Context: an optimization exercise on an open-source flow, tuned for small area, a short achievable clock period and few clock cycles. The choices shown serve that exercise and are no tape-out recipe.
RTL that was checked went through simulation tests only; none was proved equivalent to the original.
Power figures rest on the tool's default switching activity, not on a simulated workload.

Design ping_ram_dot_engine, start of the top module:
module ping_ram_dot_engine
#(
  parameter int unsigned ACC_W = 40,
  parameter int unsigned LEN_W = 16
) (
  input  logic                         clk,
  input  logic                         reset,
  input  logic [31:0]                  input_addr,
  input  logic [31:0]                  weight_addr,
  input  logic [31:0]                  output_addr,
  input  logic [31:0]                  data_type,
  output logic [31:0]                  finish_signal,
  output logic [26:0]                  avm_address,
  output logic                         avm_read,
  output logic                         avm_write,
  output logic [31:0]                  avm_writedata,
  output logic [3:0]                   avm_byteenable,
  output logic                         avm_burstcount,
  input  logic [31:0]                  avm_readdata,
  input  logic                         avm_readdatavalid,
  input  logic                         avm_waitrequest
);
For scale: about 2700 cells after synthesis, roughly 260 I/O pins, ~0.021 mm^2 of cells after synthesis.
Settings: LEC_CHECK=0, ABC_AREA=1, CAP_MARGIN=20, CORE_MARGIN=2, CORE_UTILIZATION=60, PLACE_DENSITY=0.7, SLEW_MARGIN=20, TNS_END_PERCENT=0; clock period 12.0 ns.
standard.sh (not shown) runs the stock make flow with config.mk's settings and CLKGATE_MAP_FILE= SYNTH_SCRIPT=/design/flow/synth_recipe.tcl, a recipe that flattens the netlist after the stock synthesis.
==> flow/flow/run.sh <==
#!/bin/bash
set -euo pipefail
bash standard.sh SETUP_SLACK_MARGIN=9 finish > make.log 2>&1
Edit:
- CORE_UTILIZATION: 60 -> 40
- PLACE_DENSITY: 0.7 -> 0.6
Total power hardly moves.
Via count is lower by 4.0%.
Global-route usage came out lower by 13 points.
Routed wire length came out higher by 0.94%.
Clock power is about the same.
Synthesized area stays the same.
Count of clock-buffer cells in the layout goes down by 5.
No functional check of the RTL was part of any run of this note.

---

Setup of job 4481:
ping_ram_dot_engine, a different RTL version from the one above (not shown whole).
Size in the first run: about 2600 cells after synthesis, about 260 I/O pins, about 0.021 sq mm of cells after synthesis.
// ping_ram_dot_engine
module ping_ram_dot_engine
#(
  parameter int unsigned ACC_W = 40,
  parameter int unsigned LEN_W = 16
) (
  input  logic                         clk,
  input  logic                         reset,
  input  logic [31:0]                  input_addr,
  input  logic [31:0]                  weight_addr,
  input  logic [31:0]                  output_addr,
  input  logic [31:0]                  data_type,
  output logic [31:0]                  finish_signal,
  output logic [26:0]                  avm_address,
  output logic                         avm_read,
  output logic                         avm_write,
  output logic [31:0]                  avm_writedata,
  output logic [3:0]                   avm_byteenable,
  output logic                         avm_burstcount,
  input  logic [31:0]                  avm_readdata,
  input  logic                         avm_readdatavalid,
  input  logic                         avm_waitrequest
);
Settings: LEC_CHECK=0, ABC_AREA=1, CAP_MARGIN=20, CORE_MARGIN=2, CORE_UTILIZATION=58, CTS_CLUSTER_DIAMETER=70, CTS_CLUSTER_SIZE=35, PLACE_DENSITY=0.7, SLEW_MARGIN=20, TNS_END_PERCENT=0; clock period 12.0 ns.
==> flow/flow/run.sh <==
#!/bin/bash
set -euo pipefail
bash standard.sh SETUP_SLACK_MARGIN=9 "BUFFER_PORTS_ARGS=-buffer_cell sky130_fd_sc_hd__buf_1" finish > make.log 2>&1
Testbench counts of job 4481, summed over its fixed seeds: cycles 47,048.
Changes in job 6555 relative to job 4481:
- PLACE_DENSITY: 0.7 -> 0.65
- CORE_UTILIZATION: 58 -> 50
==> results.txt <==
Core util | job 6555 vs job 4481 | job 6555 lower. Count of clock-buffer cells in the layout, job 6555 and job 4481: lower on job 6555. Job 6555 and job 4481 ended up with nearly the same sequential cell area fraction in the yosys report. The placeable core region reported for job 6555 is greater than that of job 4481 by about 15%. Job 6555 vs job 4481, source of the critical timing path: in_q[8] vs in_q[15]. Where routed wire length is concerned, job 4481 is better than job 6555. In job 6555, the total power came out 53 uW below the value in job 4481. In the metrics for job 6555 and job 4481, the one carrying the higher setup fix buffers added after clock tree synthesis is job 6555. Job 6555 vs job 4481: global-route wire length before repair up in job 6555. Status: routing usage on met3 parity (job 6555, job 4481). The tapcell count in job 6555 sits about 15% above the value recorded for job 4481. Number of detailed-routing iterations run before antenna repair: higher on job 4481.
Relative to job 6555, the following input files were edited for job 6415:
- a change of PLACE_DENSITY from 0.65 to 0.75
- Share of the clock period used by the worst path for job 6415 is higher than for job 6555.
- Job 6415 against job 6555: insertion delay to the later sink of the worst-skew pair grew by 20 ps, routed wire length shrank by about 1.4%, met2 layer wire length in the routed design shrank by about 2%.
- Job 6555 → job 6415: reported leakage power +0.57%; total instance count after detailed placement ~0 delta; worst slew margin relative to its limit +4.2 points.
- | number of antenna violations at the first check in global routing | higher: job 6415 |
- Looking at job 6415 and job 6555, the worst hold margin is a wash.
Edits applied to the flow inputs when going from job 6415 to job 733:
- PLACE_DENSITY changed from 0.75 to 0.65
- ABC_AREA changed from 1 to 0
Results
The estimated power of job 733 ends up lower than the estimate for job 6415. Via count of the first global-routing pass: higher on job 6415. In the flow results for job 733 and job 6415, the xor and xnor fraction of the mapped netlist area is larger on job 733. Job 6415 vs job 733, startpoint of the worst setup timing path: cur_q[5] vs in_q[22]. Looking at final instance area, job 733 sits about 5% below job 6415. Delta (job 733 minus job 6415): met2 layer wire length in the routed design lost about 14%; die height lost 3.7 um; total number of vias lost about 15%; wire length of the first global-routing pass lost 11%; utilization lost 1.2 points. Across both runs, count of inverters other than clock inverters in the layout was lower for job 733 than for job 6415. Across both runs, internal reg-to-reg setup slack was lower for job 733 than for job 6415.
Here is what was changed in the inputs of job 1725 compared with job 733.
- a change of PLACE_DENSITY from 0.65 to 0.6
- a change of CORE_UTILIZATION from 50 to 40
- a change of ABC_AREA from 0 to 1
==> flow/flow/run.sh <==
#!/bin/bash
set -euo pipefail
bash standard.sh SETUP_SLACK_MARGIN=10 "BUFFER_PORTS_ARGS=-buffer_cell sky130_fd_sc_hd__buf_1" finish > make.log 2>&1
==> results.txt <==
Job 1725 gives less number of clock buffers inserted by TritonCTS than job 733 did.
Job 1725 ends up with a total power that is 1.6% higher than in job 733.
adder cells as the main combinational cell family by area after synthesis was reported by job 733, and simple AND/OR/NAND/NOR gates by job 1725.
Between job 1725 and job 733, length of routed met2 wiring is higher for job 1725, job 733 comes in under that.
Relative to job 733, the maximum number of pins on one net before global-route repair of job 1725 is higher by 21%.
For job 1627, these inputs were changed with respect to job 1725:
- ABC_AREA now 0, was 1
==> flow/flow/run.sh <==
#!/bin/bash
set -euo pipefail
bash standard.sh SETUP_SLACK_MARGIN=9 "BUFFER_PORTS_ARGS=-buffer_cell sky130_fd_sc_hd__buf_1" finish > make.log 2>&1
Results
Job 1627: worst relative slew slack 8.4 points above job 1725
Core utilization: job 1627 lower than job 1725
[compare] base=job 1725 new=job 1627: number of post-CTS setup repair buffers went down by 1, width of the die dropped 1.8%, total power decreased by 1.8% relative to the old numbers, hold slack went up by 15 ps.

[separate check: timing with driven ports]
The results above use ideal ports. As a check the final layouts listed here were re-extracted and re-timed, cells and wires unchanged.
Step 1: set_driving_cell puts a clkbuf_16 on clk and a buf_2 on each other input, an assumption about the parent block.
Step 2, shift: input delay + t, output delay - t, t = (earliest + latest rising clock arrival at the registers) / 2. This alone moves slack from input paths to output paths.
Slacks: no drivers / after step 1 / after step 2; pairs: no drivers / after step 1.
| run | t, ns | setup WS [ns] | worst data-port slew with drivers (ns) |
|---|---|---|---|
| the first run of note 1 | 0.615 | 7.997 / 7.973 / 7.444 | 0.14 |
| the second run of note 1 | 0.603 | 7.961 / 7.961 / 7.370 | 0.08 |
| job 4481 | 0.638 | 8.318 / 8.262 / 7.811 | 0.06 |
| job 6555 | 0.625 | 8.361 / 8.301 / 7.819 | 0.06 |
| job 6415 | 0.638 | 8.336 / 8.280 / 7.836 | 0.09 |
| job 733 | 0.647 | 8.305 / 8.252 / 7.768 | 0.10 |
| job 1725 | 0.640 | 8.300 / 8.242 / 7.748 | 0.08 |
| job 1627 | 0.648 | 8.268 / 8.212 / 7.805 | 0.10 |
After both steps setup and hold are still met in every run listed. The setup slack of the second run of note 1, which loses most, moves by 0.000 ns with the drivers and by -0.591 ns with both steps.
